Context: an optimization exercise on an open-source flow, tuned for a short achievable clock period and few clock cycles per item. The choices shown serve that exercise and are no tape-out recipe.
Function was not checked in any run shown here: the RTL went through the layout flow alone.
Power figures rest on the tool's default switching activity, not on a simulated workload.

$ cat flow/run.sh
#!/bin/bash
# synth_recipe.tcl (not shown) runs the flow's synth.tcl, then flattens the netlist and writes it again
# the make line also repeats each setting of config.mk as NAME=value (left out here)
make -C /OpenROAD-flow-scripts/flow DESIGN_CONFIG=/design/flow/config.mk WORK_HOME=/design/flow/orfs CLKGATE_MAP_FILE= SYNTH_SCRIPT=/design/flow/synth_recipe.tcl finish
$ cat flow/config.mk
export PLATFORM = sky130hd
export DESIGN_NAME = fwd_top
export DESIGN_NICKNAME = fwd_top
export VERILOG_FILES = /design/flow/design.v
export SDC_FILE = /design/flow/constraint.sdc
export NUM_CORES = 4
export LEC_CHECK = 0
export CAP_MARGIN = 20
export CORE_MARGIN = 5
export CORE_UTILIZATION = 40
export SLEW_MARGIN = 20
$ cat flow/constraint.sdc
create_clock -name core_clock -period 4.0 [get_ports {clk}]
set_input_delay 0.8000 -clock core_clock [delete_from_list [all_inputs] [get_ports {clk}]]
set_output_delay 0.8000 -clock core_clock [all_outputs]
set_load 0.01 [all_outputs]
$ cat flow/design.v
`timescale 1ns/10ps
`default_nettype none
package fwd_pkg;
	typedef logic [32-1:0] data_t;
	typedef logic [4-1:0] addr_t;
	typedef logic [4:0] plen_t;
	typedef enum logic {FILL, HOLD} buf_state_t;
	typedef enum logic [1:0] {IDLE, READ, DRAIN, GAP} fwd_state_t;
endpackage
`default_nettype wire
`timescale 1ns/10ps
`default_nettype none
module fwd_top (
	input wire logic clk,
	input wire logic reset,
	input wire logic left_in_valid,
	input wire fwd_pkg::data_t left_in_data,
	input wire logic left_in_last,
	output wire logic left_in_ready,
	input wire logic right_in_valid,
	input wire fwd_pkg::data_t right_in_data,
	input wire logic right_in_last,
	output wire logic right_in_ready,
	output wire logic out_valid,
	output wire fwd_pkg::data_t out_data,
	output wire logic out_last
);
	localparam int D = 24;
	localparam int T = 2 * D;
	localparam int G = 8;
	localparam int N = 2 * D;
	localparam int NG = (N + G - 1) / G;
	logic [1:0] in_valid, in_last;
	fwd_pkg::data_t in_data [2];
	assign in_valid = {right_in_valid, left_in_valid};
	assign in_last = {right_in_last, left_in_last};
	assign in_data[0] = left_in_data;
	assign in_data[1] = right_in_data;
	logic [1:0] rdy_q;         
	logic [1:0] v_q;           
	logic [1:0] l_q;           
	fwd_pkg::data_t d_q [2];   
	logic [1:0] push_q;        
	logic [3:0] wc [2];        
	logic [3:0] plen_q [2];    
	logic [D-1:0] wp [2];      
	logic [D-1:0] occ [2];     
	fwd_pkg::data_t mem [N];   
	logic [1:0] cons;          
	assign left_in_ready = rdy_q[0];
	assign right_in_ready = rdy_q[1];
	for (genvar L = 0; L < 2; L++) begin : g_lane
		logic inc;
		logic [D-1:0] occ_n;
		assign inc = in_valid[L] && rdy_q[L];
		always_comb begin
			occ_n = occ[L];
			if (inc && !cons[L]) occ_n = {occ[L][D-2:0], 1'b1};
			else if (!inc && cons[L]) occ_n = {1'b0, occ[L][D-1:1]};
		end
		always_ff @(posedge clk) begin
			d_q[L] <= in_data[L];
			l_q[L] <= in_last[L];
			if (reset) begin
				rdy_q[L] <= 1'b1;
				v_q[L] <= 1'b0;
				push_q[L] <= 1'b0;
				wc[L] <= '0;
				wp[L] <= D'(1);
				occ[L] <= '0;
			end else begin
				rdy_q[L] <= !occ_n[D-1];
				v_q[L] <= inc;
				push_q[L] <= v_q[L] && l_q[L];
				occ[L] <= occ_n;
				if (v_q[L]) begin
					wc[L] <= l_q[L] ? 4'd0 : wc[L] + 4'd1;
					wp[L] <= {wp[L][D-2:0], wp[L][D-1]};
				end
			end
			if (v_q[L] && l_q[L]) plen_q[L] <= wc[L];
		end
		for (genvar i = 0; i < D; i++) begin : g_slot
			always_ff @(posedge clk) begin
				if (v_q[L] && wp[L][i]) mem[L*D+i] <= d_q[L];
			end
		end
	end
	logic [4:0] tq [T];
	logic [T-1:0] twp, trp;    
	logic [T-1:0] tcnt;        
	logic [4:0] th;
	logic th_v;
	logic tpop, tload;
	logic [4:0] tq_rd;
	always_comb begin
		tq_rd = '0;
		for (int i = 0; i < T; i++) tq_rd |= tq[i] & {5{trp[i]}};
	end
	for (genvar i = 0; i < T; i++) begin : g_tag
		always_ff @(posedge clk) begin
			if (push_q[0] && twp[i]) tq[i] <= {1'b0, plen_q[0]};
			else if (push_q[1] && (push_q[0] ? twp[(i+T-1)%T] : twp[i])) tq[i] <= {1'b1, plen_q[1]};
		end
	end
	logic ld_q;                
	logic last_q;              
	logic sel_q;               
	logic [3:0] rem_q;         
	logic [D-1:0] rp [2];      
	logic [D-1:0] g [2];       
	logic boundary, nld, nsel;
	assign boundary = !ld_q || last_q;
	assign tpop = boundary && th_v;
	assign tload = (tpop || !th_v) && tcnt[0];
	assign nld = !boundary || th_v;
	assign nsel = boundary ? th[4] : sel_q;
	assign cons[0] = ld_q && !sel_q;
	assign cons[1] = ld_q && sel_q;
	always_ff @(posedge clk) begin
		if (reset) begin
			twp <= T'(1);
			trp <= T'(1);
			tcnt <= '0;
			th_v <= 1'b0;
		end else begin
			case (push_q)
				2'b01, 2'b10: twp <= {twp[T-2:0], twp[T-1]};
				2'b11: twp <= {twp[T-3:0], twp[T-1:T-2]};
				default: ;
			endcase
			if (tload) begin
				trp <= {trp[T-2:0], trp[T-1]};
				th_v <= 1'b1;
			end else if (tpop) begin
				th_v <= 1'b0;
			end
			case ({2'(push_q[0]) + 2'(push_q[1]), tload})
				{2'd1, 1'b0}: tcnt <= {tcnt[T-2:0], 1'b1};
				{2'd2, 1'b0}: tcnt <= {tcnt[T-3:0], 2'b11};
				{2'd2, 1'b1}: tcnt <= {tcnt[T-2:0], 1'b1};
				{2'd0, 1'b1}: tcnt <= {1'b0, tcnt[T-1:1]};
				default: ;
			endcase
		end
		if (tload) th <= tq_rd;
	end
	for (genvar L = 0; L < 2; L++) begin : g_rd
		logic [D-1:0] rp_n;
		assign rp_n = cons[L] ? {rp[L][D-2:0], rp[L][D-1]} : rp[L];
		always_ff @(posedge clk) begin
			if (reset) begin
				rp[L] <= D'(1);
				g[L] <= '0;
			end else begin
				rp[L] <= rp_n;
				g[L] <= (nld && (nsel == L[0])) ? rp_n : '0;
			end
		end
	end
	always_ff @(posedge clk) begin
		if (reset) begin
			ld_q <= 1'b0;
		end else begin
			ld_q <= nld;
		end
		sel_q <= nsel;
		rem_q <= boundary ? th[3:0] : rem_q - 4'd1;
		last_q <= boundary ? (th[3:0] == 4'd0) : (rem_q == 4'd1);
	end
	fwd_pkg::data_t pa [NG];
	logic lda_q, lasta_q;
	logic ov_q, ol_q;
	fwd_pkg::data_t od_q;
	fwd_pkg::data_t pb;
	for (genvar k = 0; k < NG; k++) begin : g_grp
		fwd_pkg::data_t s;
		always_comb begin
			s = '0;
			for (int i = k * G; i < (k + 1) * G && i < N; i++) s |= mem[i] & {32{g[i / D][i % D]}};
		end
		always_ff @(posedge clk) pa[k] <= s;
	end
	always_comb begin
		pb = '0;
		for (int k = 0; k < NG; k++) pb |= pa[k];
	end
	always_ff @(posedge clk) begin
		if (reset) begin
			lda_q <= 1'b0;
			ov_q <= 1'b0;
		end else begin
			lda_q <= ld_q;
			ov_q <= lda_q;
		end
		lasta_q <= last_q;
		ol_q <= lasta_q;
		od_q <= pb;
	end
	assign out_valid = ov_q;
	assign out_data = od_q;
	assign out_last = ol_q;
endmodule
`default_nettype wire
==> results.py, run 1 <==
metrics = {
    "placement": {
        "dp.cells": 8340,
        "place_hpwl_mm": 139,
        "port_buffers": 105,
        "gp_congestion": 0.909,
    },
    "global_routing": {
        "first_global_vias": 49505,
        "track_usage_pct": 20.6,
        "antenna_found_initial": 7,
        "grt_max_degree": 117,
        "grt.overflow.total": 0,
        "grt_pass1_wl_mm": 344,
    },
    "drt": {
        "via_per_inst": 5.81,
        "drc": 0,
        "ant_nets": 0,
        "dr.pass1.iters": 6,
        "finalWirelength_mm": 238,
        "vias": 51190,
        "drtIter0Drc": 5399,
        "wl_per_cell_microns": 27.0,
    },
    "sta": {
        "finClkSkew_ns": 0.0935,
        "setup_viol": 0,
        "finalHoldViolCount": 0,
        "post-route-min-period_ns": 2.86,
        "rsz0062_at_grt": "false",
        "max_slew.worst_pin.slew_ns": 1.18,
        "layout_worst_path_cycle_share_pct": 71.5,
        "relSlewSlack_pct": 21.3,
        "fmax_mhz": 349,
        "setup_tns_ns": 0,
        "drv_slew": 0,
    },
    "floorplanning": {
        "coreArea_sq_um": 217000,
        "die_area_sq_um": 226000,
        "fp.dieW_microns": 476,
        "initial_core_util_pct": 40.1,
        "ioPinCount": 106,
        "rows": 171,
        "die_h_microns": 476,
    },
    "worst_setup_path": {
        "crit_path_start_kind": "flop",
        "critPathMaxFanout": 51,
        "required_ns": 4.76,
        "max_stage_delay_ns": 0.65,
        "cp_cell_sequence": "buf_4, ha_4, buf_4, nand2b_1, o22ai_1, a211oi_1, o221a_2",
        "cpMostUsedCell": "buf_4",
        "end_kind": "flop",
        "r2r_cells": 7,
        "slowest_stage": "ha_4",
        "arrival_ns": 3.62,
        "crit_type": "reg2reg",
    },
    "power_and_ir_drop": {
        "finalPower_mw": 51.6,
        "power_density_nw_per_um2": 520,
        "p_leak_nw": 31.9,
        "vdd_drop_max_mv": 0.377,
    },
    "synthesis": {
        "async_flop_share_pct": 0,
        "yosys_register_bits": 2441,
        "synth_ff_type": "edfxtp_1",
        "synth_cell_type_count": 48,
        "syn_avg_cell_area_sq_um": 15.3,
        "netlist_instances": 5668,
        "netlist_area_sq_um": 86700,
        "yosys_warnings": 12,
        "syn_nets": 5748,
        "synth_edf_count": 1741,
        "ys_seq_area_share_pct": 76.4,
    },
    "flow_run": {
        "cap_violations": 0,
    },
    "final_layout": {
        "drive_gt1_share_pct": 13.2,
        "syn_to_final_growth_pct": 14.5,
        "final_nets": 5809,
        "fin_cells": 8813,
    },
    "worst_hold_path": {
        "hp-class": "reg2reg",
        "hold_depth": 0,
    },
    "clock_tree": {
        "postCtsHoldBufs": 0,
        "cts_root_buffer": "clkbuf_16",
        "post_cts_resized": 0,
        "ctsLongestPathBuffers": 3,
        "htreeDepth": 4,
        "cts_setup_buffers": 0,
        "cts_tree": "built",
        "clock_latency_ns": 0.90,
        "cts.sinks": 2441,
        "cts.clk_slew.worst_paths_ns": 0.06,
        "cts_buffers": 240,
    },
    "status": {
        "status": "complete, no violations",
    },
}
-- state kept, by name, summed over array words and instances (netlist names), 48 cells and up --
register / count
mem: 1536
tq: 240
pa: 192
d_q: 64
g: 48
occ: 48
rp: 48
tcnt: 48
trp: 48
twp: 48
wp: 48
-- worst max-delay path: cells and delay by family (launching register included) --
kind                     cells  cell delay [ns]
AO/OA/AOI/OAI                3             0.58
adder cells (fa/ha/maj)      1             0.65
buffers and inverters        2             0.92
flip-flops                   1             0.34
AND/OR/NAND/NOR              1             0.23
-- layout make-up --
| class | count | area, sq um |
|---|---|---|
| inverters | 60 | 225 |
| repair buffers | 217 | 1960 |
| clock buffers | 330 | 6700 |
| clock inverters | 131 | 1700 |
| multi-input cells | 2769 | 18800 |
| well taps | 2854 | 3570 |
| fillers | 18656 | 117000 |
| flip-flops and latches | 2441 | 66300 |
| diodes | 11 | 27.5 |
-- synthesized netlist by cell type (9+ instances only) --
master,instances,area share (%)
mux2i_1,97,1.1
nand3_1,12,0.069
a21oi_1,292,1.7
ha_1,10,0.14
o22a_1,44,0.44
nand4_1,204,1.5
clkbuf_1,358,1.5
dfxtp_1,700,16
a22oi_1,788,6.8
o221a_1,40,0.52
edfxtp_1,1741,60
mux2_2,193,2.5
and2_1,52,0.38
buf_1,17,0.074
nor3_1,9,0.052
nor2_1,421,1.8
buf_2,15,0.087
a22o_1,99,1.0
nor4_1,34,0.25
o21a_1,48,0.42
inv_1,56,0.24
a221oi_1,94,0.95
nand3b_1,46,0.40
nand2_1,239,1.0
-- worst paths after layout --
path         slack (ns)       to  startpoint
max                1.14  tcnt[2]   push_q[0]
min                0.33     ol_q     lasta_q
max reg2reg        1.14  tcnt[2]   push_q[0]
min reg2reg        0.33     ol_q     lasta_q
-- layout by cell type, fill, tap and decap left out, types with 12 or more instances in the layout --
| master | netlist | layout |
|---|---|---|
| a21oi_1 | 292 | 292 |
| a221oi_1 | 94 | 94 |
| a22o_1 | 99 | 99 |
| a22oi_1 | 788 | 788 |
| and2_2 | 0 | 44 |
| buf_4 | 1 | 107 |
| bufinv_16 | 0 | 30 |
| clkbuf_1 | 358 | 58 |
| clkbuf_16 | 0 | 244 |
| clkbuf_8 | 0 | 26 |
| clkdlybuf4s50_1 | 0 | 104 |
| clkinv_1 | 2 | 18 |
| clkinv_2 | 0 | 46 |
| dfxtp_1 | 700 | 680 |
| dfxtp_2 | 0 | 19 |
| edfxtp_1 | 1741 | 1741 |
| inv_1 | 56 | 56 |
| mux2_2 | 193 | 193 |
| mux2i_1 | 97 | 97 |
| nand2_1 | 239 | 237 |
| nand3_1 | 12 | 12 |
| nand3b_1 | 46 | 46 |
| nand4_1 | 204 | 204 |
| nor2_1 | 421 | 420 |
| nor4_1 | 34 | 33 |
| o21a_1 | 48 | 48 |
| o221a_1 | 40 | 40 |
| o22a_1 | 44 | 44 |
-- routing by layer --
layer  routed length [microns]  vias up  track usage [%]
met1                    101000    26245             28.7
met5                        16        -                0
li1                          -    22348                -
met4                      8240        2             7.34
met3                     18700      457             3.79
met2                    110000     2138             32.3
-- metrics by stage --
stage	hold WS (ns)	setup WS, ns	util [%]	area (sq um)
2_1_floorplan	0.310	1.73	-	86700
3_3_place_gp	0.314	1.01	41.9	90800
3_5_place_dp	0.314	0.869	42.0	90800
4_1_cts	0.266	1.15	45.8	99200
5_1_grt	0.306	1.06	45.9	99300
6_report	0.327	1.14	45.9	99300
-- power breakdown --
group	switching (mW)	leakage (nW)	internal, mW
logic	0.356	6.40	0.228
clock network	9.81	4.09	13.7
registers	0.332	21.4	27.2
total	10.5	31.9	41.1
-- cells by family (layout without fill, tap and decap cells) --
kind of cell | after synthesis | in the layout | share of synthesized area, %
AO/OA/AOI/OAI | 1427 | 1427 | 12.0
XOR/XNOR | 5 | 5 | 0.0505
adder cells (fa/ha/maj) | 10 | 10 | 0.144
buffers and inverters | 458 | 738 | 2.07
flip-flops | 2441 | 2441 | 76.4
multiplexers | 290 | 290 | 3.62
other | 0 | 11 | 0
AND/OR/NAND/NOR | 1037 | 1037 | 5.65
==> run 2, diff against run 1 <==
--- a/flow/config.mk
+++ b/flow/config.mk
@@ -5,7 +5,9 @@
 export SDC_FILE = /design/flow/constraint.sdc
 export NUM_CORES = 4
 export LEC_CHECK = 0
+export ABC_CLOCK_PERIOD_IN_PS = 1500
 export CAP_MARGIN = 20
 export CORE_MARGIN = 5
 export CORE_UTILIZATION = 40
+export SETUP_SLACK_MARGIN = 2.5
 export SLEW_MARGIN = 20
==> results.py, run 2 <==
metrics = {
    "sta": {
        "rsz0062_at_grt": "true",
        "finClkSkew_ns": 0.0774,
        "finalHoldViolCount": 0,
        "max_slew.worst_pin.slew_ns": 1.10,
        "drv_slew": 0,
        "setup_viol": 0,
        "post-route-min-period_ns": 2.20,
        "fmax_mhz": 455,
        "layout_worst_path_cycle_share_pct": 55.0,
        "relSlewSlack_pct": 26.9,
        "setup_tns_ns": 0,
    },
    "drt": {
        "wl_per_cell_microns": 30.0,
        "drc": 0,
        "drtIter0Drc": 6415,
        "vias": 55403,
        "ant_nets": 0,
        "via_per_inst": 6.02,
        "finalWirelength_mm": 276,
        "dr.pass1.iters": 6,
    },
    "worst_hold_path": {
        "holdPathEnd": "d_q[1][27]",
        "hold_depth": 1,
        "hp-class": "in2reg",
        "min_from": "right_in_data[27]",
    },
    "status": {
        "status": "complete, no violations",
    },
    "global_routing": {
        "grt_pass1_wl_mm": 383,
        "track_usage_pct": 23.2,
        "grt_max_degree": 166,
        "grt.overflow.total": 0,
        "first_global_vias": 52277,
        "antenna_found_initial": 9,
    },
    "worst_setup_path": {
        "crit_type": "reg2out",
        "r2r_cells": 4,
        "cp_top_family": "flip-flops",
        "required_ns": 3.20,
        "reg2reg_to": "th[2]",
        "r2r_setup_slack_ns": 1.96,
        "path_buf_inv": 1,
        "max_stage_delay_ns": 0.40,
        "r2r-start": "trp[2]",
        "startpoint": "od_q[3]",
        "critPathMaxFanout": 1,
        "crit_path_start_kind": "flop",
        "slowest_stage": "dfxtp_4",
        "arrival_ns": 1.40,
        "end_kind": "output pin",
        "cp_cell_sequence": "buf_6",
    },
    "synthesis": {
        "netlist_instances": 5668,
        "synth.most_common_cell": "edfxtp_1",
        "synth_ff_type": "edfxtp_1",
        "synth_common_cells": "edfxtp_1, a22oi_1, dfxtp_1, nor2_1, clkbuf_1",
        "synth_top_area_share_pct": 60.3,
        "synth_edf_count": 1741,
        "syn_avg_cell_area_sq_um": 15.3,
        "yosys_warnings": 12,
        "syn_nets": 5748,
        "synth_cell_type_count": 48,
        "ys_top_cells_by_area": "edfxtp_1, dfxtp_1, a22oi_1",
        "yosys_register_bits": 2441,
        "synth_top_area_cell": "edfxtp_1",
        "netlist_area_sq_um": 86700,
        "async_flop_share_pct": 0,
        "ys_seq_area_share_pct": 76.4,
    },
    "clock_tree": {
        "ctsLongestPathBuffers": 4,
        "cts.clk_slew.worst_paths_ns": 0.06,
        "htreeDepth": 5,
        "cts.sinks": 2441,
        "cts_root_buffer": "clkbuf_16",
        "clock_latency_ns": 0.92,
        "cts_tree": "built",
        "postCtsHoldBufs": 0,
        "cts_buffers": 274,
    },
    "final_layout": {
        "reg_top3": "mem: 1536 flops, tq: 240 flops, pa: 192 flops",
        "final_cell_mix": "edfxtp_1, a22oi_1, dfxtp_1",
        "largest_register": "mem",
        "drive_gt1_share_pct": 26.7,
        "nFillCells": 17432,
        "final_nets": 6211,
        "syn_to_final_growth_pct": 26.8,
        "final_common_cell": "edfxtp_1",
        "largest_register_ff_count": 1536,
        "multi_input_area_sq_um": 23300,
        "final_cell_area_sq_um": 110000,
        "regArea_sq_um": 66600,
    },
    "floorplanning": {
        "initial_core_util_pct": 40.1,
        "rows": 171,
        "ioPinCount": 106,
        "die_h_microns": 476,
        "die_area_sq_um": 226000,
        "fp.dieW_microns": 476,
        "coreArea_sq_um": 217000,
    },
    "placement": {
        "dpl_cell_area_sq_um": 91100,
        "gp_congestion": 0.882,
        "place_hpwl_mm": 131,
        "port_buffers": 105,
    },
    "power_and_ir_drop": {
        "vdd_drop_max_mv": 0.444,
        "power_density_nw_per_um2": 477,
        "p_leak_nw": 36.7,
    },
    "flow_run": {
        "cap_violations": 0,
    },
}
## run 2: cell count changes in the layout (fill, tap and decap cells not counted), sizes merged, moves of 2 or more
cell / change
and2: +42
buf: +324
bufbuf: +2
bufinv: -19
clkbuf: +69
clkdlybuf4s50: -36
clkinv: -3
diode: +2
inv: -5
nand2: +5
nand2b: +5
## run 2: cell families after synthesis
| logic type | synth area share (%) |
|---|---|
| fa+ha+maj | 0.144 |
| simple gates | 5.65 |
| flops | 76.4 |
| buf+inv | 2.07 |
| compound gates | 12.0 |
| xor+xnor | 0.0505 |
| mux | 3.62 |
## run 2: per-stage QoR
step / cells / util [%] / power, mW / hold WS (ns) / setup slack [ns]
5_1_grt: 9193 / 50.8 / 54.0 / 0.279 / 1.74
3_3_place_gp: 8281 / 42.1 / 28.6 / 0.379 / 1.51
6_report: 9199 / 50.8 / 52.5 / 0.318 / 1.80
4_1_cts: 9052 / 49.0 / 52.7 / 0.265 / 1.73
2_1_floorplan: 5668 / - / 28.3 / 0.310 / 2.13
3_5_place_dp: 8283 / 42.1 / 28.7 / 0.389 / 1.44
## run 2: where the power goes
group / switching [mW] / internal [mW]
registers: 0.369 / 27.1
clock network: 9.83 / 14.2
logic: 0.536 / 0.457
total: 10.7 / 41.8
## run 2: what timing repair did
item / CTS / global route
resized for setup: 767 / 453
buffers inserted: 201 / 106
pin swaps: 147 / 100
hold endpoints to repair: 0 / 0
endpoints found under the setup margin: 2383 / 961
cloned: 91 / 28
## run 2: worst max-delay path by stage
| stage | depth (start not counted) | endpoint |
|---|---|---|
| finish | 1 | out_data[3] |
| detailed placement | 6 | tcnt[43] |
| global placement | 8 | occ[0][21] |
| global route | 1 | out_data[3] |
| CTS | 1 | out_data[3] |
| floorplan | 10 | tcnt[28] |
## run 2: layer usage
layer	track usage [%]	share of wire, %	vias to the layer above
met5	0	0	-
met3	4.82	9.8	696
li1	-	-	23297
met4	10.5	5.1	0
met1	31.8	40	28283
met2	35.7	46	3127
## run 2: cell type report
class	count	area share (%)
clock buffer	381	7.02
tap	2854	3.25
sequential	2441	60.5
multi-input combinational	2822	21.2
inverter	60	0.262
timing repair inverter	7	0.0671
clock inverter	96	0.727
antenna	13	0.0296
timing repair buffer	525	6.96

afterwards: timing with drivers on the ports:
No port has a modelled driver above. Below, the same layouts with a new extraction and two added sets of constraints.
Step 1: set_driving_cell puts a clkbuf_16 on clk and a buf_2 on each other input, an assumption about the parent block.
Step 2 times the ports against the registers' clock, not the clock port: input delays grow and output delays shrink by t, the midpoint of the rising clock arrivals with the driver on.
a / b / c = ideal / step 1 / step 2; a / b = the first two.
run | shift t [ns] | setup slack, ns | hold WS [ns]
run 1 | 0.945 | 1.138 / 1.138 / 1.107 | 0.327 / 0.273 / 0.327
run 2 | 0.969 | 1.800 / 1.715 / 1.482 | 0.318 / 0.256 / 0.399
After both steps every run listed still meets setup and hold. For run 2, which loses most, drivers alone change the setup slack by -0.085 ns; drivers and shift together by -0.318 ns.
